From an optimization exercise on the open Yosys and OpenROAD flow, aimed at small area, a short achievable clock period and few clock cycles per item; shortcuts taken in it are not production practice.
Function was checked by simulation only, so behaviour that the tests miss may differ from the original.
Power and IR drop assume default switching activity.

File: design/flow/config.mk
export PLATFORM = sky130hd
export DESIGN_NAME = booth_mult_top
export DESIGN_NICKNAME = booth_mult_top
export VERILOG_FILES = /design/flow/design.v
export SDC_FILE = /design/flow/constraint.sdc
export NUM_CORES = 4
export LEC_CHECK = 0
export CAP_MARGIN = 20
export CORE_MARGIN = 2
export CORE_UTILIZATION = 40
export SETUP_SLACK_MARGIN = 2.5
export SLEW_MARGIN = 20
File: design/flow/run.sh
#!/bin/bash
# synth_recipe.tcl (not shown) runs the flow's synth.tcl, then flattens the netlist and writes it again
# the make line also repeats each setting of config.mk as NAME=value (left out here)
make -C /OpenROAD-flow-scripts/flow DESIGN_CONFIG=/design/flow/config.mk WORK_HOME=/design/flow/orfs CLKGATE_MAP_FILE= SYNTH_SCRIPT=/design/flow/synth_recipe.tcl finish
File: design/flow/design.v
`timescale 1ns/10ps
module booth_recoder (
	input  logic [16-1:0]   multiplier,
	output logic [16/2-1:0] one,   
	output logic [16/2-1:0] two,   
	output logic [16/2-1:0] neg    
);
	logic [16:0] b;   
	assign b = {multiplier, 1'b0};
	always_comb begin
		for (int i = 0; i < 16/2; i++) begin
			one[i] = b[2*i+1] ^ b[2*i];
			two[i] = (b[2*i+2] & ~b[2*i+1] & ~b[2*i]) | (~b[2*i+2] & b[2*i+1] & b[2*i]);
			neg[i] = b[2*i+2];
		end
	end
endmodule
`timescale 1ns/10ps
module booth_mult_top (
	input  logic                          clk,
	input  logic                          reset,
	input  logic                          in_valid,
	input  logic signed [16-1:0] multiplicand,
	input  logic signed [16-1:0] multiplier,
	output logic                          out_valid,
	output logic signed [32-1:0] product
);
	logic        v0_r, v1_r;
	logic [15:0] md_r;
	logic [7:0]  one_r, two_r, neg_r;
	logic [7:0]  one_d, two_d, neg_d;
	booth_recoder u_rec (.multiplier(multiplier), .one(one_d), .two(two_d), .neg(neg_d));
	always_ff @(posedge clk) begin
		if (reset) begin
			v0_r <= 1'b0;
			v1_r <= 1'b0;
			out_valid <= 1'b0;
		end else begin
			v0_r <= in_valid;
			v1_r <= v0_r;
			out_valid <= v1_r;
		end
		md_r  <= multiplicand;
		one_r <= one_d;
		two_r <= two_d;
		neg_r <= neg_d;
	end
	logic pp_0_0;
	logic pp_0_1;
	logic pp_0_2;
	logic pp_0_3;
	logic pp_0_4;
	logic pp_0_5;
	logic pp_0_6;
	logic pp_0_7;
	logic pp_0_8;
	logic pp_0_9;
	logic pp_0_10;
	logic pp_0_11;
	logic pp_0_12;
	logic pp_0_13;
	logic pp_0_14;
	logic pp_0_15;
	logic pp_0_16;
	logic pps_0;
	logic pp_1_0;
	logic pp_1_1;
	logic pp_1_2;
	logic pp_1_3;
	logic pp_1_4;
	logic pp_1_5;
	logic pp_1_6;
	logic pp_1_7;
	logic pp_1_8;
	logic pp_1_9;
	logic pp_1_10;
	logic pp_1_11;
	logic pp_1_12;
	logic pp_1_13;
	logic pp_1_14;
	logic pp_1_15;
	logic pp_1_16;
	logic pps_1;
	logic pp_2_0;
	logic pp_2_1;
	logic pp_2_2;
	logic pp_2_3;
	logic pp_2_4;
	logic pp_2_5;
	logic pp_2_6;
	logic pp_2_7;
	logic pp_2_8;
	logic pp_2_9;
	logic pp_2_10;
	logic pp_2_11;
	logic pp_2_12;
	logic pp_2_13;
	logic pp_2_14;
	logic pp_2_15;
	logic pp_2_16;
	logic pps_2;
	logic pp_3_0;
	logic pp_3_1;
	logic pp_3_2;
	logic pp_3_3;
	logic pp_3_4;
	logic pp_3_5;
	logic pp_3_6;
	logic pp_3_7;
	logic pp_3_8;
	logic pp_3_9;
	logic pp_3_10;
	logic pp_3_11;
	logic pp_3_12;
	logic pp_3_13;
	logic pp_3_14;
	logic pp_3_15;
	logic pp_3_16;
	logic pps_3;
	logic pp_4_0;
	logic pp_4_1;
	logic pp_4_2;
	logic pp_4_3;
	logic pp_4_4;
	logic pp_4_5;
	logic pp_4_6;
	logic pp_4_7;
	logic pp_4_8;
	logic pp_4_9;
	logic pp_4_10;
	logic pp_4_11;
	logic pp_4_12;
	logic pp_4_13;
	logic pp_4_14;
	logic pp_4_15;
	logic pp_4_16;
	logic pps_4;
	logic pp_5_0;
	logic pp_5_1;
	logic pp_5_2;
	logic pp_5_3;
	logic pp_5_4;
	logic pp_5_5;
	logic pp_5_6;
	logic pp_5_7;
	logic pp_5_8;
	logic pp_5_9;
	logic pp_5_10;
	logic pp_5_11;
	logic pp_5_12;
	logic pp_5_13;
	logic pp_5_14;
	logic pp_5_15;
	logic pp_5_16;
	logic pps_5;
	logic pp_6_0;
	logic pp_6_1;
	logic pp_6_2;
	logic pp_6_3;
	logic pp_6_4;
	logic pp_6_5;
	logic pp_6_6;
	logic pp_6_7;
	logic pp_6_8;
	logic pp_6_9;
	logic pp_6_10;
	logic pp_6_11;
	logic pp_6_12;
	logic pp_6_13;
	logic pp_6_14;
	logic pp_6_15;
	logic pp_6_16;
	logic pps_6;
	logic pp_7_0;
	logic pp_7_1;
	logic pp_7_2;
	logic pp_7_3;
	logic pp_7_4;
	logic pp_7_5;
	logic pp_7_6;
	logic pp_7_7;
	logic pp_7_8;
	logic pp_7_9;
	logic pp_7_10;
	logic pp_7_11;
	logic pp_7_12;
	logic pp_7_13;
	logic pp_7_14;
	logic pp_7_15;
	logic pp_7_16;
	logic pps_7;
	logic s1;
	logic c2;
	logic s3;
	logic c4;
	logic s5;
	logic c6;
	logic s7;
	logic c8;
	logic s9;
	logic c10;
	logic s11;
	logic c12;
	logic s13;
	logic c14;
	logic s15;
	logic c16;
	logic s17;
	logic c18;
	logic s19;
	logic c20;
	logic s21;
	logic c22;
	logic s23;
	logic c24;
	logic s25;
	logic c26;
	logic s27;
	logic c28;
	logic s29;
	logic c30;
	logic s31;
	logic c32;
	logic s33;
	logic c34;
	logic s35;
	logic c36;
	logic s37;
	logic c38;
	logic s39;
	logic c40;
	logic s41;
	logic c42;
	logic s43;
	logic c44;
	logic s45;
	logic c46;
	logic s47;
	logic c48;
	logic s49;
	logic c50;
	logic s51;
	logic c52;
	logic s53;
	logic c54;
	logic s55;
	logic c56;
	logic s57;
	logic c58;
	logic s59;
	logic c60;
	logic s61;
	logic c62;
	logic s63;
	logic c64;
	logic s65;
	logic c66;
	logic s67;
	logic c68;
	logic s69;
	logic c70;
	logic s71;
	logic c72;
	logic s73;
	logic c74;
	logic s75;
	logic c76;
	logic s77;
	logic c78;
	logic s79;
	logic c80;
	logic s81;
	logic c82;
	logic s83;
	logic c84;
	logic s85;
	logic c86;
	logic s87;
	logic c88;
	logic s89;
	logic c90;
	logic s91;
	logic c92;
	logic s93;
	logic c94;
	logic s95;
	logic c96;
	logic s97;
	logic c98;
	logic s99;
	logic c100;
	logic s101;
	logic c102;
	logic s103;
	logic c104;
	logic s105;
	logic c106;
	logic s107;
	logic c108;
	logic s109;
	logic c110;
	logic s111;
	logic c112;
	logic s113;
	logic c114;
	logic s115;
	logic c116;
	logic s117;
	logic c118;
	logic s119;
	logic c120;
	logic s121;
	logic c122;
	logic s123;
	logic c124;
	logic s125;
	logic c126;
	logic s127;
	logic c128;
	logic s129;
	logic c130;
	logic s131;
	logic c132;
	logic s133;
	logic c134;
	logic s135;
	logic c136;
	logic s137;
	logic c138;
	logic s139;
	logic c140;
	logic s141;
	logic c142;
	logic s143;
	logic c144;
	logic s145;
	logic c146;
	logic s147;
	logic c148;
	logic s149;
	logic c150;
	logic s151;
	logic c152;
	logic s153;
	logic c154;
	logic s155;
	logic c156;
	logic s157;
	logic c158;
	logic s159;
	logic c160;
	logic s161;
	logic c162;
	logic s163;
	logic c164;
	logic s165;
	logic c166;
	logic s167;
	logic c168;
	logic s169;
	logic c170;
	logic s171;
	logic c172;
	logic s173;
	logic c174;
	logic s175;
	logic c176;
	logic s177;
	logic c178;
	logic s179;
	logic c180;
	logic s181;
	logic c182;
	logic s183;
	logic c184;
	logic s185;
	logic c186;
	logic s187;
	logic c188;
	logic s189;
	logic c190;
	logic s191;
	logic c192;
	logic s193;
	logic c194;
	logic s195;
	logic c196;
	logic s197;
	logic c198;
	logic s199;
	logic c200;
	logic s201;
	logic c202;
	logic s203;
	logic c204;
	logic s205;
	logic c206;
	logic s207;
	logic c208;
	logic s209;
	logic c210;
	logic s211;
	logic c212;
	logic s213;
	logic c214;
	logic s215;
	logic c216;
	logic s217;
	logic c218;
	logic s219;
	logic c220;
	logic s221;
	logic c222;
	logic s223;
	logic c224;
	logic s225;
	logic c226;
	logic t_r_0_0;
	logic t_r_0_1;
	logic t_r_1_0;
	logic t_r_2_0;
	logic t_r_2_1;
	logic t_r_2_2;
	logic t_r_3_0;
	logic t_r_3_1;
	logic t_r_4_0;
	logic t_r_4_1;
	logic t_r_4_2;
	logic t_r_5_0;
	logic t_r_5_1;
	logic t_r_5_2;
	logic t_r_6_0;
	logic t_r_6_1;
	logic t_r_6_2;
	logic t_r_7_0;
	logic t_r_7_1;
	logic t_r_7_2;
	logic t_r_8_0;
	logic t_r_8_1;
	logic t_r_8_2;
	logic t_r_9_0;
	logic t_r_9_1;
	logic t_r_9_2;
	logic t_r_10_0;
	logic t_r_10_1;
	logic t_r_10_2;
	logic t_r_11_0;
	logic t_r_11_1;
	logic t_r_11_2;
	logic t_r_12_0;
	logic t_r_12_1;
	logic t_r_12_2;
	logic t_r_13_0;
	logic t_r_13_1;
	logic t_r_13_2;
	logic t_r_14_0;
	logic t_r_14_1;
	logic t_r_14_2;
	logic t_r_15_0;
	logic t_r_15_1;
	logic t_r_15_2;
	logic t_r_16_0;
	logic t_r_16_1;
	logic t_r_16_2;
	logic t_r_17_0;
	logic t_r_17_1;
	logic t_r_17_2;
	logic t_r_18_0;
	logic t_r_18_1;
	logic t_r_18_2;
	logic t_r_19_0;
	logic t_r_19_1;
	logic t_r_19_2;
	logic t_r_20_0;
	logic t_r_20_1;
	logic t_r_20_2;
	logic t_r_21_0;
	logic t_r_21_1;
	logic t_r_21_2;
	logic t_r_22_0;
	logic t_r_22_1;
	logic t_r_22_2;
	logic t_r_23_0;
	logic t_r_23_1;
	logic t_r_23_2;
	logic t_r_24_0;
	logic t_r_24_1;
	logic t_r_24_2;
	logic t_r_25_1;
	logic t_r_25_2;
	logic t_r_26_0;
	logic t_r_26_1;
	logic t_r_26_2;
	logic t_r_27_1;
	logic t_r_27_2;
	logic t_r_28_0;
	logic t_r_28_1;
	logic t_r_28_2;
	logic t_r_29_0;
	logic t_r_30_0;
	assign pp_0_0 = (one_r[0] & md_r[0]) ^ neg_r[0];
	assign pp_0_1 = ((one_r[0] & md_r[1]) | (two_r[0] & md_r[0])) ^ neg_r[0];
	assign pp_0_2 = ((one_r[0] & md_r[2]) | (two_r[0] & md_r[1])) ^ neg_r[0];
	assign pp_0_3 = ((one_r[0] & md_r[3]) | (two_r[0] & md_r[2])) ^ neg_r[0];
	assign pp_0_4 = ((one_r[0] & md_r[4]) | (two_r[0] & md_r[3])) ^ neg_r[0];
	assign pp_0_5 = ((one_r[0] & md_r[5]) | (two_r[0] & md_r[4])) ^ neg_r[0];
	assign pp_0_6 = ((one_r[0] & md_r[6]) | (two_r[0] & md_r[5])) ^ neg_r[0];
	assign pp_0_7 = ((one_r[0] & md_r[7]) | (two_r[0] & md_r[6])) ^ neg_r[0];
	assign pp_0_8 = ((one_r[0] & md_r[8]) | (two_r[0] & md_r[7])) ^ neg_r[0];
	assign pp_0_9 = ((one_r[0] & md_r[9]) | (two_r[0] & md_r[8])) ^ neg_r[0];
	assign pp_0_10 = ((one_r[0] & md_r[10]) | (two_r[0] & md_r[9])) ^ neg_r[0];
	assign pp_0_11 = ((one_r[0] & md_r[11]) | (two_r[0] & md_r[10])) ^ neg_r[0];
	assign pp_0_12 = ((one_r[0] & md_r[12]) | (two_r[0] & md_r[11])) ^ neg_r[0];
	assign pp_0_13 = ((one_r[0] & md_r[13]) | (two_r[0] & md_r[12])) ^ neg_r[0];
	assign pp_0_14 = ((one_r[0] & md_r[14]) | (two_r[0] & md_r[13])) ^ neg_r[0];
	assign pp_0_15 = ((one_r[0] & md_r[15]) | (two_r[0] & md_r[14])) ^ neg_r[0];
	assign pp_0_16 = ((one_r[0] & md_r[15]) | (two_r[0] & md_r[15])) ^ neg_r[0];
	assign pps_0 = ~pp_0_16;
	assign pp_1_0 = (one_r[1] & md_r[0]) ^ neg_r[1];
	assign pp_1_1 = ((one_r[1] & md_r[1]) | (two_r[1] & md_r[0])) ^ neg_r[1];
	assign pp_1_2 = ((one_r[1] & md_r[2]) | (two_r[1] & md_r[1])) ^ neg_r[1];
	assign pp_1_3 = ((one_r[1] & md_r[3]) | (two_r[1] & md_r[2])) ^ neg_r[1];
	assign pp_1_4 = ((one_r[1] & md_r[4]) | (two_r[1] & md_r[3])) ^ neg_r[1];
	assign pp_1_5 = ((one_r[1] & md_r[5]) | (two_r[1] & md_r[4])) ^ neg_r[1];
	assign pp_1_6 = ((one_r[1] & md_r[6]) | (two_r[1] & md_r[5])) ^ neg_r[1];
	assign pp_1_7 = ((one_r[1] & md_r[7]) | (two_r[1] & md_r[6])) ^ neg_r[1];
	assign pp_1_8 = ((one_r[1] & md_r[8]) | (two_r[1] & md_r[7])) ^ neg_r[1];
	assign pp_1_9 = ((one_r[1] & md_r[9]) | (two_r[1] & md_r[8])) ^ neg_r[1];
	assign pp_1_10 = ((one_r[1] & md_r[10]) | (two_r[1] & md_r[9])) ^ neg_r[1];
	assign pp_1_11 = ((one_r[1] & md_r[11]) | (two_r[1] & md_r[10])) ^ neg_r[1];
	assign pp_1_12 = ((one_r[1] & md_r[12]) | (two_r[1] & md_r[11])) ^ neg_r[1];
	assign pp_1_13 = ((one_r[1] & md_r[13]) | (two_r[1] & md_r[12])) ^ neg_r[1];
	assign pp_1_14 = ((one_r[1] & md_r[14]) | (two_r[1] & md_r[13])) ^ neg_r[1];
	assign pp_1_15 = ((one_r[1] & md_r[15]) | (two_r[1] & md_r[14])) ^ neg_r[1];
	assign pp_1_16 = ((one_r[1] & md_r[15]) | (two_r[1] & md_r[15])) ^ neg_r[1];
	assign pps_1 = ~pp_1_16;
	assign pp_2_0 = (one_r[2] & md_r[0]) ^ neg_r[2];
	assign pp_2_1 = ((one_r[2] & md_r[1]) | (two_r[2] & md_r[0])) ^ neg_r[2];
	assign pp_2_2 = ((one_r[2] & md_r[2]) | (two_r[2] & md_r[1])) ^ neg_r[2];
	assign pp_2_3 = ((one_r[2] & md_r[3]) | (two_r[2] & md_r[2])) ^ neg_r[2];
	assign pp_2_4 = ((one_r[2] & md_r[4]) | (two_r[2] & md_r[3])) ^ neg_r[2];
	assign pp_2_5 = ((one_r[2] & md_r[5]) | (two_r[2] & md_r[4])) ^ neg_r[2];
	assign pp_2_6 = ((one_r[2] & md_r[6]) | (two_r[2] & md_r[5])) ^ neg_r[2];
	assign pp_2_7 = ((one_r[2] & md_r[7]) | (two_r[2] & md_r[6])) ^ neg_r[2];
	assign pp_2_8 = ((one_r[2] & md_r[8]) | (two_r[2] & md_r[7])) ^ neg_r[2];
	assign pp_2_9 = ((one_r[2] & md_r[9]) | (two_r[2] & md_r[8])) ^ neg_r[2];
	assign pp_2_10 = ((one_r[2] & md_r[10]) | (two_r[2] & md_r[9])) ^ neg_r[2];
	assign pp_2_11 = ((one_r[2] & md_r[11]) | (two_r[2] & md_r[10])) ^ neg_r[2];
	assign pp_2_12 = ((one_r[2] & md_r[12]) | (two_r[2] & md_r[11])) ^ neg_r[2];
	assign pp_2_13 = ((one_r[2] & md_r[13]) | (two_r[2] & md_r[12])) ^ neg_r[2];
	assign pp_2_14 = ((one_r[2] & md_r[14]) | (two_r[2] & md_r[13])) ^ neg_r[2];
	assign pp_2_15 = ((one_r[2] & md_r[15]) | (two_r[2] & md_r[14])) ^ neg_r[2];
	assign pp_2_16 = ((one_r[2] & md_r[15]) | (two_r[2] & md_r[15])) ^ neg_r[2];
	assign pps_2 = ~pp_2_16;
	assign pp_3_0 = (one_r[3] & md_r[0]) ^ neg_r[3];
	assign pp_3_1 = ((one_r[3] & md_r[1]) | (two_r[3] & md_r[0])) ^ neg_r[3];
	assign pp_3_2 = ((one_r[3] & md_r[2]) | (two_r[3] & md_r[1])) ^ neg_r[3];
	assign pp_3_3 = ((one_r[3] & md_r[3]) | (two_r[3] & md_r[2])) ^ neg_r[3];
	assign pp_3_4 = ((one_r[3] & md_r[4]) | (two_r[3] & md_r[3])) ^ neg_r[3];
	assign pp_3_5 = ((one_r[3] & md_r[5]) | (two_r[3] & md_r[4])) ^ neg_r[3];
	assign pp_3_6 = ((one_r[3] & md_r[6]) | (two_r[3] & md_r[5])) ^ neg_r[3];
	assign pp_3_7 = ((one_r[3] & md_r[7]) | (two_r[3] & md_r[6])) ^ neg_r[3];
	assign pp_3_8 = ((one_r[3] & md_r[8]) | (two_r[3] & md_r[7])) ^ neg_r[3];
	assign pp_3_9 = ((one_r[3] & md_r[9]) | (two_r[3] & md_r[8])) ^ neg_r[3];
	assign pp_3_10 = ((one_r[3] & md_r[10]) | (two_r[3] & md_r[9])) ^ neg_r[3];
	assign pp_3_11 = ((one_r[3] & md_r[11]) | (two_r[3] & md_r[10])) ^ neg_r[3];
	assign pp_3_12 = ((one_r[3] & md_r[12]) | (two_r[3] & md_r[11])) ^ neg_r[3];
	assign pp_3_13 = ((one_r[3] & md_r[13]) | (two_r[3] & md_r[12])) ^ neg_r[3];
	assign pp_3_14 = ((one_r[3] & md_r[14]) | (two_r[3] & md_r[13])) ^ neg_r[3];
	assign pp_3_15 = ((one_r[3] & md_r[15]) | (two_r[3] & md_r[14])) ^ neg_r[3];
	assign pp_3_16 = ((one_r[3] & md_r[15]) | (two_r[3] & md_r[15])) ^ neg_r[3];
	assign pps_3 = ~pp_3_16;
	assign pp_4_0 = (one_r[4] & md_r[0]) ^ neg_r[4];
	assign pp_4_1 = ((one_r[4] & md_r[1]) | (two_r[4] & md_r[0])) ^ neg_r[4];
	assign pp_4_2 = ((one_r[4] & md_r[2]) | (two_r[4] & md_r[1])) ^ neg_r[4];
	assign pp_4_3 = ((one_r[4] & md_r[3]) | (two_r[4] & md_r[2])) ^ neg_r[4];
	assign pp_4_4 = ((one_r[4] & md_r[4]) | (two_r[4] & md_r[3])) ^ neg_r[4];
	assign pp_4_5 = ((one_r[4] & md_r[5]) | (two_r[4] & md_r[4])) ^ neg_r[4];
	assign pp_4_6 = ((one_r[4] & md_r[6]) | (two_r[4] & md_r[5])) ^ neg_r[4];
	assign pp_4_7 = ((one_r[4] & md_r[7]) | (two_r[4] & md_r[6])) ^ neg_r[4];
	assign pp_4_8 = ((one_r[4] & md_r[8]) | (two_r[4] & md_r[7])) ^ neg_r[4];
	assign pp_4_9 = ((one_r[4] & md_r[9]) | (two_r[4] & md_r[8])) ^ neg_r[4];
	assign pp_4_10 = ((one_r[4] & md_r[10]) | (two_r[4] & md_r[9])) ^ neg_r[4];
	assign pp_4_11 = ((one_r[4] & md_r[11]) | (two_r[4] & md_r[10])) ^ neg_r[4];
	assign pp_4_12 = ((one_r[4] & md_r[12]) | (two_r[4] & md_r[11])) ^ neg_r[4];
	assign pp_4_13 = ((one_r[4] & md_r[13]) | (two_r[4] & md_r[12])) ^ neg_r[4];
	assign pp_4_14 = ((one_r[4] & md_r[14]) | (two_r[4] & md_r[13])) ^ neg_r[4];
	assign pp_4_15 = ((one_r[4] & md_r[15]) | (two_r[4] & md_r[14])) ^ neg_r[4];
	assign pp_4_16 = ((one_r[4] & md_r[15]) | (two_r[4] & md_r[15])) ^ neg_r[4];
	assign pps_4 = ~pp_4_16;
	assign pp_5_0 = (one_r[5] & md_r[0]) ^ neg_r[5];
	assign pp_5_1 = ((one_r[5] & md_r[1]) | (two_r[5] & md_r[0])) ^ neg_r[5];
	assign pp_5_2 = ((one_r[5] & md_r[2]) | (two_r[5] & md_r[1])) ^ neg_r[5];
	assign pp_5_3 = ((one_r[5] & md_r[3]) | (two_r[5] & md_r[2])) ^ neg_r[5];
	assign pp_5_4 = ((one_r[5] & md_r[4]) | (two_r[5] & md_r[3])) ^ neg_r[5];
	assign pp_5_5 = ((one_r[5] & md_r[5]) | (two_r[5] & md_r[4])) ^ neg_r[5];
	assign pp_5_6 = ((one_r[5] & md_r[6]) | (two_r[5] & md_r[5])) ^ neg_r[5];
	assign pp_5_7 = ((one_r[5] & md_r[7]) | (two_r[5] & md_r[6])) ^ neg_r[5];
	assign pp_5_8 = ((one_r[5] & md_r[8]) | (two_r[5] & md_r[7])) ^ neg_r[5];
	assign pp_5_9 = ((one_r[5] & md_r[9]) | (two_r[5] & md_r[8])) ^ neg_r[5];
	assign pp_5_10 = ((one_r[5] & md_r[10]) | (two_r[5] & md_r[9])) ^ neg_r[5];
	assign pp_5_11 = ((one_r[5] & md_r[11]) | (two_r[5] & md_r[10])) ^ neg_r[5];
	assign pp_5_12 = ((one_r[5] & md_r[12]) | (two_r[5] & md_r[11])) ^ neg_r[5];
	assign pp_5_13 = ((one_r[5] & md_r[13]) | (two_r[5] & md_r[12])) ^ neg_r[5];
	assign pp_5_14 = ((one_r[5] & md_r[14]) | (two_r[5] & md_r[13])) ^ neg_r[5];
	assign pp_5_15 = ((one_r[5] & md_r[15]) | (two_r[5] & md_r[14])) ^ neg_r[5];
	assign pp_5_16 = ((one_r[5] & md_r[15]) | (two_r[5] & md_r[15])) ^ neg_r[5];
	assign pps_5 = ~pp_5_16;
	assign pp_6_0 = (one_r[6] & md_r[0]) ^ neg_r[6];
	assign pp_6_1 = ((one_r[6] & md_r[1]) | (two_r[6] & md_r[0])) ^ neg_r[6];
	assign pp_6_2 = ((one_r[6] & md_r[2]) | (two_r[6] & md_r[1])) ^ neg_r[6];
	assign pp_6_3 = ((one_r[6] & md_r[3]) | (two_r[6] & md_r[2])) ^ neg_r[6];
	assign pp_6_4 = ((one_r[6] & md_r[4]) | (two_r[6] & md_r[3])) ^ neg_r[6];
	assign pp_6_5 = ((one_r[6] & md_r[5]) | (two_r[6] & md_r[4])) ^ neg_r[6];
	assign pp_6_6 = ((one_r[6] & md_r[6]) | (two_r[6] & md_r[5])) ^ neg_r[6];
	assign pp_6_7 = ((one_r[6] & md_r[7]) | (two_r[6] & md_r[6])) ^ neg_r[6];
	assign pp_6_8 = ((one_r[6] & md_r[8]) | (two_r[6] & md_r[7])) ^ neg_r[6];
	assign pp_6_9 = ((one_r[6] & md_r[9]) | (two_r[6] & md_r[8])) ^ neg_r[6];
	assign pp_6_10 = ((one_r[6] & md_r[10]) | (two_r[6] & md_r[9])) ^ neg_r[6];
	assign pp_6_11 = ((one_r[6] & md_r[11]) | (two_r[6] & md_r[10])) ^ neg_r[6];
	assign pp_6_12 = ((one_r[6] & md_r[12]) | (two_r[6] & md_r[11])) ^ neg_r[6];
	assign pp_6_13 = ((one_r[6] & md_r[13]) | (two_r[6] & md_r[12])) ^ neg_r[6];
	assign pp_6_14 = ((one_r[6] & md_r[14]) | (two_r[6] & md_r[13])) ^ neg_r[6];
	assign pp_6_15 = ((one_r[6] & md_r[15]) | (two_r[6] & md_r[14])) ^ neg_r[6];
	assign pp_6_16 = ((one_r[6] & md_r[15]) | (two_r[6] & md_r[15])) ^ neg_r[6];
	assign pps_6 = ~pp_6_16;
	assign pp_7_0 = (one_r[7] & md_r[0]) ^ neg_r[7];
	assign pp_7_1 = ((one_r[7] & md_r[1]) | (two_r[7] & md_r[0])) ^ neg_r[7];
	assign pp_7_2 = ((one_r[7] & md_r[2]) | (two_r[7] & md_r[1])) ^ neg_r[7];
	assign pp_7_3 = ((one_r[7] & md_r[3]) | (two_r[7] & md_r[2])) ^ neg_r[7];
	assign pp_7_4 = ((one_r[7] & md_r[4]) | (two_r[7] & md_r[3])) ^ neg_r[7];
	assign pp_7_5 = ((one_r[7] & md_r[5]) | (two_r[7] & md_r[4])) ^ neg_r[7];
	assign pp_7_6 = ((one_r[7] & md_r[6]) | (two_r[7] & md_r[5])) ^ neg_r[7];
	assign pp_7_7 = ((one_r[7] & md_r[7]) | (two_r[7] & md_r[6])) ^ neg_r[7];
	assign pp_7_8 = ((one_r[7] & md_r[8]) | (two_r[7] & md_r[7])) ^ neg_r[7];
	assign pp_7_9 = ((one_r[7] & md_r[9]) | (two_r[7] & md_r[8])) ^ neg_r[7];
	assign pp_7_10 = ((one_r[7] & md_r[10]) | (two_r[7] & md_r[9])) ^ neg_r[7];
	assign pp_7_11 = ((one_r[7] & md_r[11]) | (two_r[7] & md_r[10])) ^ neg_r[7];
	assign pp_7_12 = ((one_r[7] & md_r[12]) | (two_r[7] & md_r[11])) ^ neg_r[7];
	assign pp_7_13 = ((one_r[7] & md_r[13]) | (two_r[7] & md_r[12])) ^ neg_r[7];
	assign pp_7_14 = ((one_r[7] & md_r[14]) | (two_r[7] & md_r[13])) ^ neg_r[7];
	assign pp_7_15 = ((one_r[7] & md_r[15]) | (two_r[7] & md_r[14])) ^ neg_r[7];
	assign pp_7_16 = ((one_r[7] & md_r[15]) | (two_r[7] & md_r[15])) ^ neg_r[7];
	assign pps_7 = ~pp_7_16;
	assign s1 = pp_0_10 ^ pp_1_8;
	assign c2 = pp_0_10 & pp_1_8;
	assign s3 = pp_0_11 ^ pp_1_9;
	assign c4 = pp_0_11 & pp_1_9;
	assign s5 = pp_0_12 ^ pp_1_10 ^ pp_2_8;
	assign c6 = (pp_0_12 & pp_1_10) | (pp_0_12 & pp_2_8) | (pp_1_10 & pp_2_8);
	assign s7 = pp_3_6 ^ pp_4_4;
	assign c8 = pp_3_6 & pp_4_4;
	assign s9 = pp_0_13 ^ pp_1_11 ^ pp_2_9;
	assign c10 = (pp_0_13 & pp_1_11) | (pp_0_13 & pp_2_9) | (pp_1_11 & pp_2_9);
	assign s11 = pp_3_7 ^ pp_4_5;
	assign c12 = pp_3_7 & pp_4_5;
	assign s13 = pp_0_14 ^ pp_1_12 ^ pp_2_10;
	assign c14 = (pp_0_14 & pp_1_12) | (pp_0_14 & pp_2_10) | (pp_1_12 & pp_2_10);
	assign s15 = pp_3_8 ^ pp_4_6 ^ pp_5_4;
	assign c16 = (pp_3_8 & pp_4_6) | (pp_3_8 & pp_5_4) | (pp_4_6 & pp_5_4);
	assign s17 = pp_6_2 ^ pp_7_0;
	assign c18 = pp_6_2 & pp_7_0;
	assign s19 = pp_0_15 ^ pp_1_13 ^ pp_2_11;
	assign c20 = (pp_0_15 & pp_1_13) | (pp_0_15 & pp_2_11) | (pp_1_13 & pp_2_11);
	assign s21 = pp_3_9 ^ pp_4_7 ^ pp_5_5;
	assign c22 = (pp_3_9 & pp_4_7) | (pp_3_9 & pp_5_5) | (pp_4_7 & pp_5_5);
	assign s23 = pp_6_3 ^ pp_7_1;
	assign c24 = pp_6_3 & pp_7_1;
	assign s25 = pp_0_16 ^ pp_1_14 ^ pp_2_12;
	assign c26 = (pp_0_16 & pp_1_14) | (pp_0_16 & pp_2_12) | (pp_1_14 & pp_2_12);
	assign s27 = pp_3_10 ^ pp_4_8 ^ pp_5_6;
	assign c28 = (pp_3_10 & pp_4_8) | (pp_3_10 & pp_5_6) | (pp_4_8 & pp_5_6);
	assign s29 = pp_6_4 ^ pp_7_2;
	assign c30 = pp_6_4 & pp_7_2;
	assign s31 = pp_0_16 ^ pp_1_15 ^ pp_2_13;
	assign c32 = (pp_0_16 & pp_1_15) | (pp_0_16 & pp_2_13) | (pp_1_15 & pp_2_13);
	assign s33 = pp_3_11 ^ pp_4_9 ^ pp_5_7;
	assign c34 = (pp_3_11 & pp_4_9) | (pp_3_11 & pp_5_7) | (pp_4_9 & pp_5_7);
	assign s35 = pp_6_5 ^ pp_7_3;
	assign c36 = pp_6_5 & pp_7_3;
	assign s37 = pps_0 ^ pps_1 ^ pp_2_14;
	assign c38 = (pps_0 & pps_1) | (pps_0 & pp_2_14) | (pps_1 & pp_2_14);
	assign s39 = pp_3_12 ^ pp_4_10 ^ pp_5_8;
	assign c40 = (pp_3_12 & pp_4_10) | (pp_3_12 & pp_5_8) | (pp_4_10 & pp_5_8);
	assign s41 = pp_6_6 ^ pp_7_4;
	assign c42 = pp_6_6 & pp_7_4;
	assign s43 = pp_2_15 ^ pp_3_13 ^ pp_4_11;
	assign c44 = (pp_2_15 & pp_3_13) | (pp_2_15 & pp_4_11) | (pp_3_13 & pp_4_11);
	assign s45 = pp_5_9 ^ pp_6_7 ^ pp_7_5;
	assign c46 = (pp_5_9 & pp_6_7) | (pp_5_9 & pp_7_5) | (pp_6_7 & pp_7_5);
	assign s47 = pps_2 ^ pp_3_14 ^ pp_4_12;
	assign c48 = (pps_2 & pp_3_14) | (pps_2 & pp_4_12) | (pp_3_14 & pp_4_12);
	assign s49 = pp_3_15 ^ pp_4_13;
	assign c50 = pp_3_15 & pp_4_13;
	assign s51 = pp_0_6 ^ pp_1_4;
	assign c52 = pp_0_6 & pp_1_4;
	assign s53 = pp_0_7 ^ pp_1_5;
	assign c54 = pp_0_7 & pp_1_5;
	assign s55 = pp_0_8 ^ pp_1_6 ^ pp_2_4;
	assign c56 = (pp_0_8 & pp_1_6) | (pp_0_8 & pp_2_4) | (pp_1_6 & pp_2_4);
	assign s57 = pp_3_2 ^ pp_4_0;
	assign c58 = pp_3_2 & pp_4_0;
	assign s59 = pp_0_9 ^ pp_1_7 ^ pp_2_5;
	assign c60 = (pp_0_9 & pp_1_7) | (pp_0_9 & pp_2_5) | (pp_1_7 & pp_2_5);
	assign s61 = pp_3_3 ^ pp_4_1;
	assign c62 = pp_3_3 & pp_4_1;
	assign s63 = pp_2_6 ^ pp_3_4 ^ pp_4_2;
	assign c64 = (pp_2_6 & pp_3_4) | (pp_2_6 & pp_4_2) | (pp_3_4 & pp_4_2);
	assign s65 = pp_5_0 ^ neg_r[5] ^ s1;
	assign c66 = (pp_5_0 & neg_r[5]) | (pp_5_0 & s1) | (neg_r[5] & s1);
	assign s67 = pp_2_7 ^ pp_3_5 ^ pp_4_3;
	assign c68 = (pp_2_7 & pp_3_5) | (pp_2_7 & pp_4_3) | (pp_3_5 & pp_4_3);
	assign s69 = pp_5_1 ^ s3 ^ c2;
	assign c70 = (pp_5_1 & s3) | (pp_5_1 & c2) | (s3 & c2);
	assign s71 = pp_5_2 ^ pp_6_0 ^ neg_r[6];
	assign c72 = (pp_5_2 & pp_6_0) | (pp_5_2 & neg_r[6]) | (pp_6_0 & neg_r[6]);
	assign s73 = s5 ^ s7 ^ c4;
	assign c74 = (s5 & s7) | (s5 & c4) | (s7 & c4);
	assign s75 = pp_5_3 ^ pp_6_1 ^ s9;
	assign c76 = (pp_5_3 & pp_6_1) | (pp_5_3 & s9) | (pp_6_1 & s9);
	assign s77 = s11 ^ c6 ^ c8;
	assign c78 = (s11 & c6) | (s11 & c8) | (c6 & c8);
	assign s79 = neg_r[7] ^ s13 ^ s15;
	assign c80 = (neg_r[7] & s13) | (neg_r[7] & s15) | (s13 & s15);
	assign s81 = s17 ^ c10 ^ c12;
	assign c82 = (s17 & c10) | (s17 & c12) | (c10 & c12);
	assign s83 = s19 ^ s21 ^ s23;
	assign c84 = (s19 & s21) | (s19 & s23) | (s21 & s23);
	assign s85 = c14 ^ c16 ^ c18;
	assign c86 = (c14 & c16) | (c14 & c18) | (c16 & c18);
	assign s87 = s25 ^ s27 ^ s29;
	assign c88 = (s25 & s27) | (s25 & s29) | (s27 & s29);
	assign s89 = c20 ^ c22 ^ c24;
	assign c90 = (c20 & c22) | (c20 & c24) | (c22 & c24);
	assign s91 = s31 ^ s33 ^ s35;
	assign c92 = (s31 & s33) | (s31 & s35) | (s33 & s35);
	assign s93 = c26 ^ c28 ^ c30;
	assign c94 = (c26 & c28) | (c26 & c30) | (c28 & c30);
	assign s95 = s37 ^ s39 ^ s41;
	assign c96 = (s37 & s39) | (s37 & s41) | (s39 & s41);
	assign s97 = c32 ^ c34 ^ c36;
	assign c98 = (c32 & c34) | (c32 & c36) | (c34 & c36);
	assign s99 = s43 ^ s45 ^ c38;
	assign c100 = (s43 & s45) | (s43 & c38) | (s45 & c38);
	assign s101 = c40 ^ c42 ^ 1'b1;
	assign c102 = (c40 & c42) | (c40 & 1'b1) | (c42 & 1'b1);
	assign s103 = pp_5_10 ^ pp_6_8 ^ pp_7_6;
	assign c104 = (pp_5_10 & pp_6_8) | (pp_5_10 & pp_7_6) | (pp_6_8 & pp_7_6);
	assign s105 = s47 ^ c44 ^ c46;
	assign c106 = (s47 & c44) | (s47 & c46) | (c44 & c46);
	assign s107 = pp_5_11 ^ pp_6_9 ^ pp_7_7;
	assign c108 = (pp_5_11 & pp_6_9) | (pp_5_11 & pp_7_7) | (pp_6_9 & pp_7_7);
	assign s109 = s49 ^ c48 ^ 1'b1;
	assign c110 = (s49 & c48) | (s49 & 1'b1) | (c48 & 1'b1);
	assign s111 = pps_3 ^ pp_4_14 ^ pp_5_12;
	assign c112 = (pps_3 & pp_4_14) | (pps_3 & pp_5_12) | (pp_4_14 & pp_5_12);
	assign s113 = pp_6_10 ^ pp_7_8 ^ c50;
	assign c114 = (pp_6_10 & pp_7_8) | (pp_6_10 & c50) | (pp_7_8 & c50);
	assign s115 = pp_4_15 ^ pp_5_13 ^ pp_6_11;
	assign c116 = (pp_4_15 & pp_5_13) | (pp_4_15 & pp_6_11) | (pp_5_13 & pp_6_11);
	assign s117 = pp_7_9 ^ 1'b1;
	assign c118 = pp_7_9 & 1'b1;
	assign s119 = pps_4 ^ pp_5_14 ^ pp_6_12;
	assign c120 = (pps_4 & pp_5_14) | (pps_4 & pp_6_12) | (pp_5_14 & pp_6_12);
	assign s121 = pp_5_15 ^ pp_6_13;
	assign c122 = pp_5_15 & pp_6_13;
	assign s123 = pp_0_4 ^ pp_1_2;
	assign c124 = pp_0_4 & pp_1_2;
	assign s125 = pp_0_5 ^ pp_1_3;
	assign c126 = pp_0_5 & pp_1_3;
	assign s127 = pp_2_2 ^ pp_3_0 ^ neg_r[3];
	assign c128 = (pp_2_2 & pp_3_0) | (pp_2_2 & neg_r[3]) | (pp_3_0 & neg_r[3]);
	assign s129 = pp_2_3 ^ pp_3_1 ^ s53;
	assign c130 = (pp_2_3 & pp_3_1) | (pp_2_3 & s53) | (pp_3_1 & s53);
	assign s131 = neg_r[4] ^ s55 ^ s57;
	assign c132 = (neg_r[4] & s55) | (neg_r[4] & s57) | (s55 & s57);
	assign s133 = s59 ^ s61 ^ c56;
	assign c134 = (s59 & s61) | (s59 & c56) | (s61 & c56);
	assign s135 = s63 ^ s65 ^ c60;
	assign c136 = (s63 & s65) | (s63 & c60) | (s65 & c60);
	assign s137 = s67 ^ s69 ^ c64;
	assign c138 = (s67 & s69) | (s67 & c64) | (s69 & c64);
	assign s139 = s71 ^ s73 ^ c68;
	assign c140 = (s71 & s73) | (s71 & c68) | (s73 & c68);
	assign s141 = s75 ^ s77 ^ c72;
	assign c142 = (s75 & s77) | (s75 & c72) | (s77 & c72);
	assign s143 = s79 ^ s81 ^ c76;
	assign c144 = (s79 & s81) | (s79 & c76) | (s81 & c76);
	assign s145 = s83 ^ s85 ^ c80;
	assign c146 = (s83 & s85) | (s83 & c80) | (s85 & c80);
	assign s147 = s87 ^ s89 ^ c84;
	assign c148 = (s87 & s89) | (s87 & c84) | (s89 & c84);
	assign s149 = s91 ^ s93 ^ c88;
	assign c150 = (s91 & s93) | (s91 & c88) | (s93 & c88);
	assign s151 = s95 ^ s97 ^ c92;
	assign c152 = (s95 & s97) | (s95 & c92) | (s97 & c92);
	assign s153 = s99 ^ s101 ^ c96;
	assign c154 = (s99 & s101) | (s99 & c96) | (s101 & c96);
	assign s155 = s103 ^ s105 ^ c100;
	assign c156 = (s103 & s105) | (s103 & c100) | (s105 & c100);
	assign s157 = s107 ^ s109 ^ c104;
	assign c158 = (s107 & s109) | (s107 & c104) | (s109 & c104);
	assign s159 = s111 ^ s113 ^ c108;
	assign c160 = (s111 & s113) | (s111 & c108) | (s113 & c108);
	assign s161 = s115 ^ s117 ^ c112;
	assign c162 = (s115 & s117) | (s115 & c112) | (s117 & c112);
	assign s163 = pp_7_10 ^ s119 ^ c116;
	assign c164 = (pp_7_10 & s119) | (pp_7_10 & c116) | (s119 & c116);
	assign s165 = pp_7_11 ^ s121 ^ c120;
	assign c166 = (pp_7_11 & s121) | (pp_7_11 & c120) | (s121 & c120);
	assign s167 = pps_5 ^ pp_6_14 ^ pp_7_12;
	assign c168 = (pps_5 & pp_6_14) | (pps_5 & pp_7_12) | (pp_6_14 & pp_7_12);
	assign s169 = pp_6_15 ^ pp_7_13;
	assign c170 = pp_6_15 & pp_7_13;
	assign s171 = t_r_2_0 ^ t_r_2_1;
	assign c172 = t_r_2_0 & t_r_2_1;
	assign s173 = t_r_3_0 ^ t_r_3_1;
	assign c174 = t_r_3_0 & t_r_3_1;
	assign s175 = t_r_4_0 ^ t_r_4_1 ^ t_r_4_2;
	assign c176 = (t_r_4_0 & t_r_4_1) | (t_r_4_0 & t_r_4_2) | (t_r_4_1 & t_r_4_2);
	assign s177 = t_r_5_0 ^ t_r_5_1 ^ t_r_5_2;
	assign c178 = (t_r_5_0 & t_r_5_1) | (t_r_5_0 & t_r_5_2) | (t_r_5_1 & t_r_5_2);
	assign s179 = t_r_6_0 ^ t_r_6_1 ^ t_r_6_2;
	assign c180 = (t_r_6_0 & t_r_6_1) | (t_r_6_0 & t_r_6_2) | (t_r_6_1 & t_r_6_2);
	assign s181 = t_r_7_0 ^ t_r_7_1 ^ t_r_7_2;
	assign c182 = (t_r_7_0 & t_r_7_1) | (t_r_7_0 & t_r_7_2) | (t_r_7_1 & t_r_7_2);
	assign s183 = t_r_8_0 ^ t_r_8_1 ^ t_r_8_2;
	assign c184 = (t_r_8_0 & t_r_8_1) | (t_r_8_0 & t_r_8_2) | (t_r_8_1 & t_r_8_2);
	assign s185 = t_r_9_0 ^ t_r_9_1 ^ t_r_9_2;
	assign c186 = (t_r_9_0 & t_r_9_1) | (t_r_9_0 & t_r_9_2) | (t_r_9_1 & t_r_9_2);
	assign s187 = t_r_10_0 ^ t_r_10_1 ^ t_r_10_2;
	assign c188 = (t_r_10_0 & t_r_10_1) | (t_r_10_0 & t_r_10_2) | (t_r_10_1 & t_r_10_2);
	assign s189 = t_r_11_0 ^ t_r_11_1 ^ t_r_11_2;
	assign c190 = (t_r_11_0 & t_r_11_1) | (t_r_11_0 & t_r_11_2) | (t_r_11_1 & t_r_11_2);
	assign s191 = t_r_12_0 ^ t_r_12_1 ^ t_r_12_2;
	assign c192 = (t_r_12_0 & t_r_12_1) | (t_r_12_0 & t_r_12_2) | (t_r_12_1 & t_r_12_2);
	assign s193 = t_r_13_0 ^ t_r_13_1 ^ t_r_13_2;
	assign c194 = (t_r_13_0 & t_r_13_1) | (t_r_13_0 & t_r_13_2) | (t_r_13_1 & t_r_13_2);
	assign s195 = t_r_14_0 ^ t_r_14_1 ^ t_r_14_2;
	assign c196 = (t_r_14_0 & t_r_14_1) | (t_r_14_0 & t_r_14_2) | (t_r_14_1 & t_r_14_2);
	assign s197 = t_r_15_0 ^ t_r_15_1 ^ t_r_15_2;
	assign c198 = (t_r_15_0 & t_r_15_1) | (t_r_15_0 & t_r_15_2) | (t_r_15_1 & t_r_15_2);
	assign s199 = t_r_16_0 ^ t_r_16_1 ^ t_r_16_2;
	assign c200 = (t_r_16_0 & t_r_16_1) | (t_r_16_0 & t_r_16_2) | (t_r_16_1 & t_r_16_2);
	assign s201 = t_r_17_0 ^ t_r_17_1 ^ t_r_17_2;
	assign c202 = (t_r_17_0 & t_r_17_1) | (t_r_17_0 & t_r_17_2) | (t_r_17_1 & t_r_17_2);
	assign s203 = t_r_18_0 ^ t_r_18_1 ^ t_r_18_2;
	assign c204 = (t_r_18_0 & t_r_18_1) | (t_r_18_0 & t_r_18_2) | (t_r_18_1 & t_r_18_2);
	assign s205 = t_r_19_0 ^ t_r_19_1 ^ t_r_19_2;
	assign c206 = (t_r_19_0 & t_r_19_1) | (t_r_19_0 & t_r_19_2) | (t_r_19_1 & t_r_19_2);
	assign s207 = t_r_20_0 ^ t_r_20_1 ^ t_r_20_2;
	assign c208 = (t_r_20_0 & t_r_20_1) | (t_r_20_0 & t_r_20_2) | (t_r_20_1 & t_r_20_2);
	assign s209 = t_r_21_0 ^ t_r_21_1 ^ t_r_21_2;
	assign c210 = (t_r_21_0 & t_r_21_1) | (t_r_21_0 & t_r_21_2) | (t_r_21_1 & t_r_21_2);
	assign s211 = t_r_22_0 ^ t_r_22_1 ^ t_r_22_2;
	assign c212 = (t_r_22_0 & t_r_22_1) | (t_r_22_0 & t_r_22_2) | (t_r_22_1 & t_r_22_2);
	assign s213 = t_r_23_0 ^ t_r_23_1 ^ t_r_23_2;
	assign c214 = (t_r_23_0 & t_r_23_1) | (t_r_23_0 & t_r_23_2) | (t_r_23_1 & t_r_23_2);
	assign s215 = t_r_24_0 ^ t_r_24_1 ^ t_r_24_2;
	assign c216 = (t_r_24_0 & t_r_24_1) | (t_r_24_0 & t_r_24_2) | (t_r_24_1 & t_r_24_2);
	assign s217 = t_r_25_1 ^ t_r_25_2 ^ 1'b1;
	assign c218 = (t_r_25_1 & t_r_25_2) | (t_r_25_1 & 1'b1) | (t_r_25_2 & 1'b1);
	assign s219 = t_r_26_0 ^ t_r_26_1 ^ t_r_26_2;
	assign c220 = (t_r_26_0 & t_r_26_1) | (t_r_26_0 & t_r_26_2) | (t_r_26_1 & t_r_26_2);
	assign s221 = t_r_27_1 ^ t_r_27_2 ^ 1'b1;
	assign c222 = (t_r_27_1 & t_r_27_2) | (t_r_27_1 & 1'b1) | (t_r_27_2 & 1'b1);
	assign s223 = t_r_28_0 ^ t_r_28_1 ^ t_r_28_2;
	assign c224 = (t_r_28_0 & t_r_28_1) | (t_r_28_0 & t_r_28_2) | (t_r_28_1 & t_r_28_2);
	assign s225 = t_r_29_0 ^ 1'b1;
	assign c226 = t_r_29_0 & 1'b1;
	always_ff @(posedge clk) begin
		t_r_0_0 <= pp_0_0;
		t_r_0_1 <= neg_r[0];
		t_r_1_0 <= pp_0_1;
		t_r_2_0 <= pp_0_2;
		t_r_2_1 <= pp_1_0;
		t_r_2_2 <= neg_r[1];
		t_r_3_0 <= pp_0_3;
		t_r_3_1 <= pp_1_1;
		t_r_4_0 <= pp_2_0;
		t_r_4_1 <= neg_r[2];
		t_r_4_2 <= s123;
		t_r_5_0 <= pp_2_1;
		t_r_5_1 <= s125;
		t_r_5_2 <= c124;
		t_r_6_0 <= s51;
		t_r_6_1 <= s127;
		t_r_6_2 <= c126;
		t_r_7_0 <= c52;
		t_r_7_1 <= s129;
		t_r_7_2 <= c128;
		t_r_8_0 <= c54;
		t_r_8_1 <= s131;
		t_r_8_2 <= c130;
		t_r_9_0 <= c58;
		t_r_9_1 <= s133;
		t_r_9_2 <= c132;
		t_r_10_0 <= c62;
		t_r_10_1 <= s135;
		t_r_10_2 <= c134;
		t_r_11_0 <= c66;
		t_r_11_1 <= s137;
		t_r_11_2 <= c136;
		t_r_12_0 <= c70;
		t_r_12_1 <= s139;
		t_r_12_2 <= c138;
		t_r_13_0 <= c74;
		t_r_13_1 <= s141;
		t_r_13_2 <= c140;
		t_r_14_0 <= c78;
		t_r_14_1 <= s143;
		t_r_14_2 <= c142;
		t_r_15_0 <= c82;
		t_r_15_1 <= s145;
		t_r_15_2 <= c144;
		t_r_16_0 <= c86;
		t_r_16_1 <= s147;
		t_r_16_2 <= c146;
		t_r_17_0 <= c90;
		t_r_17_1 <= s149;
		t_r_17_2 <= c148;
		t_r_18_0 <= c94;
		t_r_18_1 <= s151;
		t_r_18_2 <= c150;
		t_r_19_0 <= c98;
		t_r_19_1 <= s153;
		t_r_19_2 <= c152;
		t_r_20_0 <= c102;
		t_r_20_1 <= s155;
		t_r_20_2 <= c154;
		t_r_21_0 <= c106;
		t_r_21_1 <= s157;
		t_r_21_2 <= c156;
		t_r_22_0 <= c110;
		t_r_22_1 <= s159;
		t_r_22_2 <= c158;
		t_r_23_0 <= c114;
		t_r_23_1 <= s161;
		t_r_23_2 <= c160;
		t_r_24_0 <= c118;
		t_r_24_1 <= s163;
		t_r_24_2 <= c162;
		t_r_25_1 <= s165;
		t_r_25_2 <= c164;
		t_r_26_0 <= c122;
		t_r_26_1 <= s167;
		t_r_26_2 <= c166;
		t_r_27_1 <= s169;
		t_r_27_2 <= c168;
		t_r_28_0 <= pps_6;
		t_r_28_1 <= pp_7_14;
		t_r_28_2 <= c170;
		t_r_29_0 <= pp_7_15;
		t_r_30_0 <= pps_7;
	end
	logic [31:0] row_a, row_b;
	assign row_a = {1'b1, t_r_30_0, s225, s223, s221, s219, s217, s215, s213, s211, s209, s207, s205, s203, s201, s199, s197, s195, s193, s191, s189, s187, s185, s183, s181, s179, s177, s175, s173, t_r_2_2, t_r_1_0, t_r_0_0};
	assign row_b = {1'b0, c226, c224, c222, c220, c218, c216, c214, c212, c210, c208, c206, c204, c202, c200, c198, c196, c194, c192, c190, c188, c186, c184, c182, c180, c178, c176, c174, c172, s171, 1'b0, t_r_0_1};
	always_ff @(posedge clk) begin
		product <= row_a + row_b;
	end
endmodule
File: design/flow/constraint.sdc
create_clock -name core_clock -period 5.5 [get_ports {clk}]
set_input_delay 1.1000 -clock core_clock [delete_from_list [all_inputs] [get_ports {clk}]]
set_output_delay 1.1000 -clock core_clock [all_outputs]
set_load 0.01 [all_outputs]
==> flow_metrics.tcl, run 1 <==
set metrics [dict create \
    outcome "timing/DRC/antenna clean" \
    cp-start-kind "flop" \
    drv_cap 0 \
    stdcell_area_um2 11200 \
    grt_max_degree 19 \
    grt_antenna_before_repair 0 \
    numPortBuffers 67 \
    syn-cell-area_um2 9760 \
    clock-skew-final_ns 0.00872 \
    cts_buffers 17 \
    die_height_um 160 \
    cellLeakagePower_nw 4.55 \
    cts.clk_slew.worst_paths_ns 0.07 \
    wire_per_inst_um 16.7 \
    cts_tree "done" \
    max-slew-margin-rel 0.388 \
    cts.path.max_buffers 2 \
    clk_latency_ns 0.43 \
    synthTopCellsByArea "dfxtp_1, fa_1, xnor2_1" \
    cpPeakStageDelay_ns 0.82 \
    via_count 6562 \
    cp-end-kind "flop" \
    htree_num_levels 4 \
    finalSetupViolations 0 \
    syn_area_per_cell_um2 10.4 \
    fin_util 0.466 \
    n_antenna_cell 0 \
    die_x_um 160 \
    slew_violations 0 \
    worst-path-max-fanout 16 \
    clock-sinks 158 \
    placed_area_um2 10600 \
    synth-seq-area-share 0.324 \
    area_growth_pct 15.1 \
    synthArstFlopShare 0 \
    drt_pre_antenna_iters 5 \
    path_buf_inv 1 \
    worst_pin_slew_ns 0.916 \
    cp_top_family "adder cells" \
    finalNetCount 1128 \
    drcViolationCount 0 \
    avgViaCountPerCell 5.08 \
    crit_top_cell "fa_1" \
    gr-total-overflow 0 \
    core_um2 24100 \
    arrival_ns 3.24 \
    io_pins 68 \
    ys.flop_type "dfxtp_1" \
    ys_top_cells_by_count "dfxtp_1, a22oi_1, xnor2_1" \
    fillers 2284 \
    ys.warnings.count 2 \
    floorplan.rows 57 \
    setup_tns_ns 0 \
    synth_top_area_share 0.324 \
    synth_cells 939 \
    peakVddDrop_mv 0.279 \
    grt_pass1_vias 6503 \
    cp_slowest_cell "dfxtp_1" \
    worstPathRequired_ns 5.80 \
    p_total_mw 7.43 \
    drtIter0Drc 487 \
    grt_pass1_wl_um 35200 \
    syn-num-nets 1113 \
    fin_crit_sh 0.535 \
    cts_hold_buf 0 \
    multi_input_area_um2 6050 \
    rsz0062_at_grt "true" \
    layout-drive-gt1-share 0.0869 \
    period_needed_ns 2.94 \
    drt_wl_total_um 21500 \
    yosys.area.top_type "dfxtp_1" \
    ys_types 58 \
    p_per_area_nw_per_um2 661 \
    fmax_ghz 0.340 \
    cts_root_buf "clkbuf_16" \
    synth_seq_cells 158 \
    dieArea_um2 25700 \
    path_class "reg -> reg" \
    hold_viol_final 0 \
    track_usage 0.173 \
    synth-edff-count 0 \
    min_path_type "reg -> reg" \
    ant_nets 0 \
    hpwlAfterDp_um 15600 \
    path_cells "a22oi_1 > xor2_1 > fa_1 > fa_1 > inv_1 > fa_1" \
    regArea_um2 3190 \
    initial_core_util 0.405 \
    yosysMostFrequentCell "dfxtp_1" \
    place.gp.congestion 0.859 \
]
==> path summary, 6_finish.rpt <==
path,cells past startpoint,slack [ns],end,from
worst max-delay path,6,2.56,t_r_14_1$_DFF_P_,md_r[4]$_DFF_P_
worst max register to register,6,2.56,t_r_14_1$_DFF_P_,md_r[4]$_DFF_P_
worst min register to register,1,0.44,out_valid$_SDFF_PP0_,v1_r$_SDFF_PP0_
worst min-delay path,1,0.44,out_valid$_SDFF_PP0_,v1_r$_SDFF_PP0_
==> placed cells by master, fill, tap and decap left out, drive strengths merged, types with 2 or more instances in the layout <==
master         synthesis  final
dfxtp                158    158
a22oi                121    121
xnor2                110    110
fa                    84     84
inv                   79     84
clkdlybuf4s50          0     67
xor2                  59     59
ha                    55     55
o21ai                 31     31
a21oi                 28     28
nand2                 25     25
nor2                  18     18
clkbuf                73     17
a21o                  12     12
nand2b                10     10
nor2b                  7      7
nand3b                 7      7
a211oi                 6      6
nand3                  5      5
nor3                   5      5
a31oi                  5      5
o211ai                 4      4
clkinv                 0      4
clkinvlp               0      4
buf                    2      4
nand4                  4      4
o21bai                 3      3
mux2                   3      3
a221oi                 3      3
nor4b                  3      3
bufinv                 0      2
o2111ai                2      2
==> per-stage QoR <==
| step | hold WS [ns] | setup WS (ns) | cells |
|---|---|---|---|
| finish | 0.444 | 2.56 | 1291 |
| CTS | 0.449 | 2.50 | 1291 |
| global placement | 0.417 | 2.32 | 1259 |
| detailed placement | 0.432 | 2.33 | 1259 |
| floorplan | 0.329 | 2.51 | 939 |
| global route | 0.460 | 2.48 | 1291 |
==> report_power, final <==
part | internal [mW] | leakage [nW] | switching (mW)
clock | 0.675 | 0.280 | 0.506
sequential | 1.58 | 1.33 | 0.237
combinational | 2.01 | 2.94 | 2.41
==> sequential cells by signal (all words and copies together) (netlist names), 8 cells and up <==
name / count
product: 32
md_r: 16
neg_r: 8
one_r: 8
two_r: 8
==> cell type report <==
type                    count  area share
clock buffers              17      0.0379
repair buffers             71      0.0624
clock inverters            15      0.0142
inverters                  79      0.0264
flip-flops and latches    158       0.284
well taps                 324      0.0361
multi-input cells         627       0.539
==> what timing repair did <==
action / 4_1_cts / 5_1_grt
buffers inserted: 0 / 0
resized for setup: 5 / 24
endpoints found under the setup margin: 9 / 18
==> worst register-to-register path, stage by stage, from the launching register on <==
cell	delay (ns)
dfxtp_1	0.82
a22oi_1	0.23
xor2_1	0.20
fa_1	0.53
fa_1	0.51
inv_1	0.06
fa_1	0.47
==> cell families after synthesis <==
logic type | after synthesis | synth area share
xor gates and xnor gates | 169 | 0.152
and+or+nand+nor | 92 | 0.0515
muxes | 4 | 0.00449
DFF | 158 | 0.324
AOI/OAI and AO/OA | 223 | 0.165
buffers and inverters | 154 | 0.0604
adders and majority gates | 139 | 0.243
==> routing by layer <==
metal  global-route usage  share of wire
met1                0.251           0.49
met2                0.254           0.43
met3               0.0481          0.074
met4               0.0405         0.0069
met5                    0              0
Testbench counts, summed over its fixed seeds: cycles 24,016, items 24,000.
==> run 2, diff against run 1 <==
--- a/design/flow/config.mk
+++ b/design/flow/config.mk
@@ -8,5 +8,5 @@
 export CAP_MARGIN = 20
 export CORE_MARGIN = 2
 export CORE_UTILIZATION = 40
-export SETUP_SLACK_MARGIN = 2.5
+export SETUP_SLACK_MARGIN = 3.3
 export SLEW_MARGIN = 20
==> flow_metrics.tcl, run 2 <==
set metrics [dict create \
    finalSetupViolations 0 \
    clock-skew-final_ns 0.0185 \
    path_class "reg -> reg" \
    track_usage 0.193 \
    final_cells 1398 \
    worst_pin_slew_ns 0.370 \
    peakVddDrop_mv 0.382 \
    outcome "timing/DRC/antenna clean" \
    min_path_type "reg -> reg" \
    path_cells "fa_1 > ha_1 > inv_2 > o22ai_1 > or4_4 > o21ai_4 > o21ai_4 > nor4b_2 > a211o_1" \
    ys.flop_type "dfxtp_1" \
    initial_core_util 0.405 \
    core_um2 24100 \
    ys_types 58 \
    synth-edff-count 0 \
    cp_top_family "adder cells" \
    via_count 7106 \
    yosysMostFrequentCell "dfxtp_1" \
    die_height_um 160 \
    io_pins 68 \
    die_x_um 160 \
    drcViolationCount 0 \
    floorplan.rows 57 \
    gr-total-overflow 0 \
    cellLeakagePower_nw 5.31 \
    synthTopCellsByArea "dfxtp_1, fa_1, xnor2_1" \
    htree_num_levels 4 \
    worst-path-max-fanout 6 \
    grt_max_degree 19 \
    avgViaCountPerCell 5.08 \
    clock-sinks 158 \
    cts_root_buf "clkbuf_16" \
    arrival_ns 3.08 \
    worstPathRequired_ns 5.87 \
    cts.path.max_buffers 2 \
    cpPeakStageDelay_ns 0.51 \
    drt_pre_antenna_iters 5 \
    synth-seq-area-share 0.324 \
    clk_latency_ns 0.43 \
    synth_cells 939 \
    fin_crit_sh 0.492 \
    dp.cells 1259 \
    drv_cap 0 \
    ys.warnings.count 2 \
    area_growth_pct 35.3 \
    wl_met1_um 12000 \
    hpwlAfterDp_um 16200 \
    wl_met2_um 10700 \
    layout_commonest_cell "dfxtp_1" \
    dieArea_um2 25700 \
    finalNetCount 1235 \
    drt_wl_total_um 24600 \
    period_needed_ns 2.71 \
    slew_violations 0 \
    crit_top_cell "o21ai_4" \
    wire_per_inst_um 17.6 \
    syn-cell-area_um2 9760 \
    cts.clk_slew.worst_paths_ns 0.07 \
    cts_hold_buf 0 \
    syn-num-nets 1113 \
    cts_buffers 17 \
    p_per_area_nw_per_um2 707 \
    grt_pass1_wl_um 38800 \
    grt_antenna_before_repair 0 \
    yosys.area.top_type "dfxtp_1" \
    largest_register "product" \
    cp-end-kind "flop" \
    synth_top_area_share 0.324 \
    numPortBuffers 67 \
    cp_slowest_cell "or4_4" \
    cts_tree "done" \
    synth_seq_cells 158 \
    grt_pass1_vias 7068 \
    max-slew-margin-rel 0.750 \
    syn_area_per_cell_um2 10.4 \
    hold_viol_final 0 \
    ys_top_cells_by_count "dfxtp_1, a22oi_1, xnor2_1" \
    fmax_ghz 0.370 \
    top_layer "met4" \
    place.gp.congestion 0.861 \
    n_antenna_cell 0 \
    setup_tns_ns 0 \
    drtIter0Drc 483 \
    ant_nets 0 \
    layout-drive-gt1-share 0.331 \
    reg_top3 "product (32), md_r (16)" \
    layout_common_cells "dfxtp_1, xnor2_1, buf_4, inv_1, fa_1" \
    path_buf_inv 1 \
    rsz0062_at_grt "true" \
    synthArstFlopShare 0 \
    wl_met3_um 1210 \
    cp-start-kind "flop" \
    largest_reg_flops 32 \
]
==> run 2: changes by cell type in the layout (fill, tap and decap cells not counted), moves of 18 or more <==
cell / delta
a22oi_2: +55
ha_1: -18
dfxtp_1: -19
clkdlybuf4s50_1: -33
dfxtp_4: +34
a22oi_1: -55
buf_6: +32
buf_4: +71
dlygate4sd2_1: +33
==> run 2: power by group <==
part | internal (mW) | switching (mW)
clock network | 0.761 | 0.485
registers | 1.58 | 0.206
logic | 3.15 | 3.16
==> run 2: logic make-up after synthesis <==
| logic type | count (synthesis) | synth area share |
|---|---|---|
| fa+ha+maj | 139 | 0.243 |
| compound gates | 223 | 0.165 |
| simple gates | 92 | 0.0515 |
| mux | 4 | 0.00449 |
| flops | 158 | 0.324 |
| xor+xnor | 169 | 0.152 |
| buf+inv | 154 | 0.0604 |
==> run 2: cell type report <==
type | count | area [µm²]
multi-input cells | 627 | 6950
flip-flops and latches | 158 | 3300
clock buffers | 22 | 475
inverters | 79 | 297
clock inverters | 10 | 150
well taps | 324 | 405
repair buffers | 178 | 1620
fillers | 2162 | 10900
==> run 2: routing by layer <==
layer / vias to the layer above / global-route usage
li1: 3423 / -
met1: 3438 / 0.276
met2: 203 / 0.286
met3: 42 / 0.0408
met4: 0 / 0.0737
met5: - / 0
==> run 2: through the flow <==
stage / power [mW] / util / instance area (µm²) / setup WS [ns] / hold WS, ns
finish: 9.33 / 0.548 / 13200 / 2.79 / 0.441
global route: 10.0 / 0.548 / 13200 / 2.67 / 0.461
CTS: 8.89 / 0.533 / 12900 / 2.78 / 0.442
detailed placement: 6.69 / 0.456 / 11000 / 2.44 / 0.425
global placement: 6.62 / 0.456 / 11000 / 2.46 / 0.425
floorplan: 5.57 / - / 10700 / 2.92 / 0.329
==> run 2: path summary, 6_finish.rpt <==
check             cells past startpoint             start  slack [ns]                   end
setup / recovery                      9  t_r_15_0$_DFF_P_        2.79   product[30]$_DFF_P_
hold / removal                        1   v1_r$_SDFF_PP0_        0.44  out_valid$_SDFF_PP0_
setup reg to reg                      9  t_r_15_0$_DFF_P_        2.79   product[30]$_DFF_P_
hold reg to reg                       1   v1_r$_SDFF_PP0_        0.44  out_valid$_SDFF_PP0_
==> run 2: repair_timing <==
| item | 4_1_cts | 5_1_grt |
|---|---|---|
| cloned | 0 | 0 |
| setup endpoints to repair | 95 | 53 |
| resized for setup | 194 | 64 |
| setup buffers | 95 | 12 |
| pin swaps | 87 | 62 |
==> run 3, diff against run 2 <==
--- a/design/flow/config.mk
+++ b/design/flow/config.mk
@@ -8,5 +8,4 @@
 export CAP_MARGIN = 20
 export CORE_MARGIN = 2
 export CORE_UTILIZATION = 40
-export SETUP_SLACK_MARGIN = 3.3
 export SLEW_MARGIN = 20
==> flow_metrics.tcl, run 3 <==
set metrics [dict create \
    dieArea_um2 25700 \
    finalNetCount 1128 \
    cellLeakagePower_nw 4.55 \
    r2r_slack_ns 2.26 \
    rsz0062_at_grt "false" \
    grt_antenna_before_repair 0 \
    cts_setup_buffers 0 \
    layout-drive-gt1-share 0.0580 \
    dp_slack_ns 2.25 \
    slew_violations 0 \
    drt_pre_antenna_iters 5 \
    n_antenna_cell 0 \
    drtIter0Drc 562 \
    worst_slack_ns 2.26 \
    core_um2 24100 \
    cts_resized 0 \
    layout_common_cells "dfxtp_1, a22oi_1, xnor2_1, fa_1, inv_1" \
    arrival_ns 3.54 \
    clock-sinks 158 \
    synthTopCellsByArea "dfxtp_1, fa_1, xnor2_1" \
    min_path_type "reg -> reg" \
    synth_cells 939 \
    cts_root_buf "clkbuf_16" \
    grt_pass1_vias 6596 \
    largest_reg_flops 32 \
    wire_per_inst_um 17.0 \
    reg_top3 "product (32), md_r (16)" \
    max-slew-margin-rel 0.291 \
    cts.path.max_buffers 2 \
    synthArstFlopShare 0 \
    worst-path-max-fanout 18 \
    period_needed_ns 3.24 \
    p_total_mw 7.49 \
    track_usage 0.177 \
    ys_types 58 \
    netSwitchingPower_mw 3.13 \
    cts_buffers 17 \
    regArea_um2 3160 \
    clk_latency_ns 0.42 \
    p_seq_frac 0.243 \
    gr-total-overflow 0 \
    p_sw_frac 0.418 \
    clock_power_share 0.167 \
    clock-skew-final_ns 0.00827 \
    multi_input_area_um2 6010 \
    numPortBuffers 67 \
    p_per_area_nw_per_um2 669 \
    outcome "timing/DRC/antenna clean" \
    cts_tree "done" \
    htree_num_levels 4 \
    power_frac_comb 0.590 \
    cts_hold_buf 0 \
    syn-cell-area_um2 9760 \
    synth_top_area_share 0.324 \
    fillers 2289 \
    via_count 6651 \
    setup_tns_ns 0 \
    grt_max_degree 19 \
    io_pins 68 \
    syn_area_per_cell_um2 10.4 \
    floorplan.rows 57 \
    hpwlAfterDp_um 15800 \
    path_class "reg -> reg" \
    initial_core_util 0.405 \
    ys_top_cells_by_count "dfxtp_1, a22oi_1, xnor2_1" \
    synth_seq_cells 158 \
    cp-end-kind "flop" \
    die_height_um 160 \
    ys.flop_type "dfxtp_1" \
    yosysMostFrequentCell "dfxtp_1" \
    cp-start-kind "flop" \
    avgViaCountPerCell 5.16 \
    intPower_mw 4.36 \
    worst_pin_slew_ns 1.06 \
    fin_crit_sh 0.590 \
    layout_commonest_cell "dfxtp_1" \
    hold_viol_final 0 \
    place.gp.congestion 0.861 \
    peakVddDrop_mv 0.276 \
    worstPathRequired_ns 5.80 \
    synth-seq-area-share 0.324 \
    largest_register "product" \
    synth-edff-count 0 \
    drt_wl_total_um 21900 \
    syn-num-nets 1113 \
    yosys.area.top_type "dfxtp_1" \
    cts.clk_slew.worst_paths_ns 0.06 \
    drcViolationCount 0 \
    die_x_um 160 \
    fmax_ghz 0.308 \
    grt_pass1_wl_um 35900 \
    ys.warnings.count 2 \
    drv_cap 0 \
    ant_nets 0 \
    area_growth_pct 14.8 \
    finalSetupViolations 0 \
]
-- run 3: changes by cell type in the layout (fill, tap and decap cells not counted), sizes merged, moves of 3 or more --
cell	delta
buf	-107
clkbuf	-3
clkdlybuf4s50	+33
dlygate4sd2	-33
-- run 3: stage by stage --
step | hold slack [ns] | util | instances | cell area [µm²]
final | 0.443 | 0.465 | 1290 | 11200
after global routing | 0.465 | 0.465 | 1290 | 11200
after CTS | 0.447 | 0.465 | 1290 | 11200
after detailed placement | 0.432 | 0.439 | 1259 | 10600
after global placement | 0.418 | 0.439 | 1259 | 10600
after floorplan | 0.329 | - | 939 | 9760
-- run 3: layout make-up --
type                            count  share of cell area
Multi-Input combinational cell    627               0.536
Tap cell                          324              0.0362
Timing Repair Buffer               71              0.0626
Clock buffer                       19              0.0395
Sequential cell                   158               0.282
Clock inverter                     12              0.0164
Inverter                           79              0.0265
-- run 3: path summary, 6_finish.rpt --
path / start / endpoint / cells past startpoint
setup reg to reg: neg_r[0]$_DFF_P_ / t_r_16_1$_DFF_P_ / 5
hold reg to reg: v1_r$_SDFF_PP0_ / out_valid$_SDFF_PP0_ / 1
hold / removal: v1_r$_SDFF_PP0_ / out_valid$_SDFF_PP0_ / 1
setup / recovery: neg_r[0]$_DFF_P_ / t_r_16_1$_DFF_P_ / 5
-- run 3: power by group through the flow --
stage / registers (mW) / logic, mW / clock network, mW
2_1_floorplan: 1.79 / 3.34 / 0
3_3_place_gp: 1.84 / 4.35 / 0
3_5_place_dp: 1.84 / 4.41 / 0
4_1_cts: 1.82 / 4.43 / 1.29
5_1_grt: 1.86 / 5.00 / 1.35
6_report: 1.82 / 4.42 / 1.25
-- run 3: cell families (layout without fill, tap and decap cells) --
kind of cell             after synthesis  count (layout)  synth area share
buffers and inverters                154             181            0.0604
AND/OR/NAND/NOR                       92              92            0.0515
flip-flops                           158             158             0.324
AO/OA/AOI/OAI                        223             223             0.165
XOR/XNOR                             169             169             0.152
adder cells (fa/ha/maj)              139             139             0.243
multiplexers                           4               4           0.00449
-- run 3: worst max-delay path: stages, from the launching register on --
cell	delay (ns)
dfxtp_1	0.95
xor2_1	0.57
fa_1	0.54
fa_1	0.54
inv_1	0.05
fa_1	0.46
-- run 3: metal layers --
| layer | track usage | share of wire | up-vias | wire length (µm) |
|---|---|---|---|---|
| met2 | 0.262 | 0.44 | 237 | 9550 |
| li1 | - | - | 3201 | - |
| met4 | 0.0426 | 0.011 | 0 | 238 |
| met5 | 0 | 0 | - | 0 |
| met1 | 0.262 | 0.48 | 3197 | 10500 |
| met3 | 0.0374 | 0.071 | 16 | 1550 |

Check on run 3: ideal ports give 2.257 ns setup slack; a clkbuf_16 on the clock port and buf_2 on the inputs give 2.257 ns; moving port delays by the midpoint clock arrival (0.465 ns) as well gives 2.257 ns.
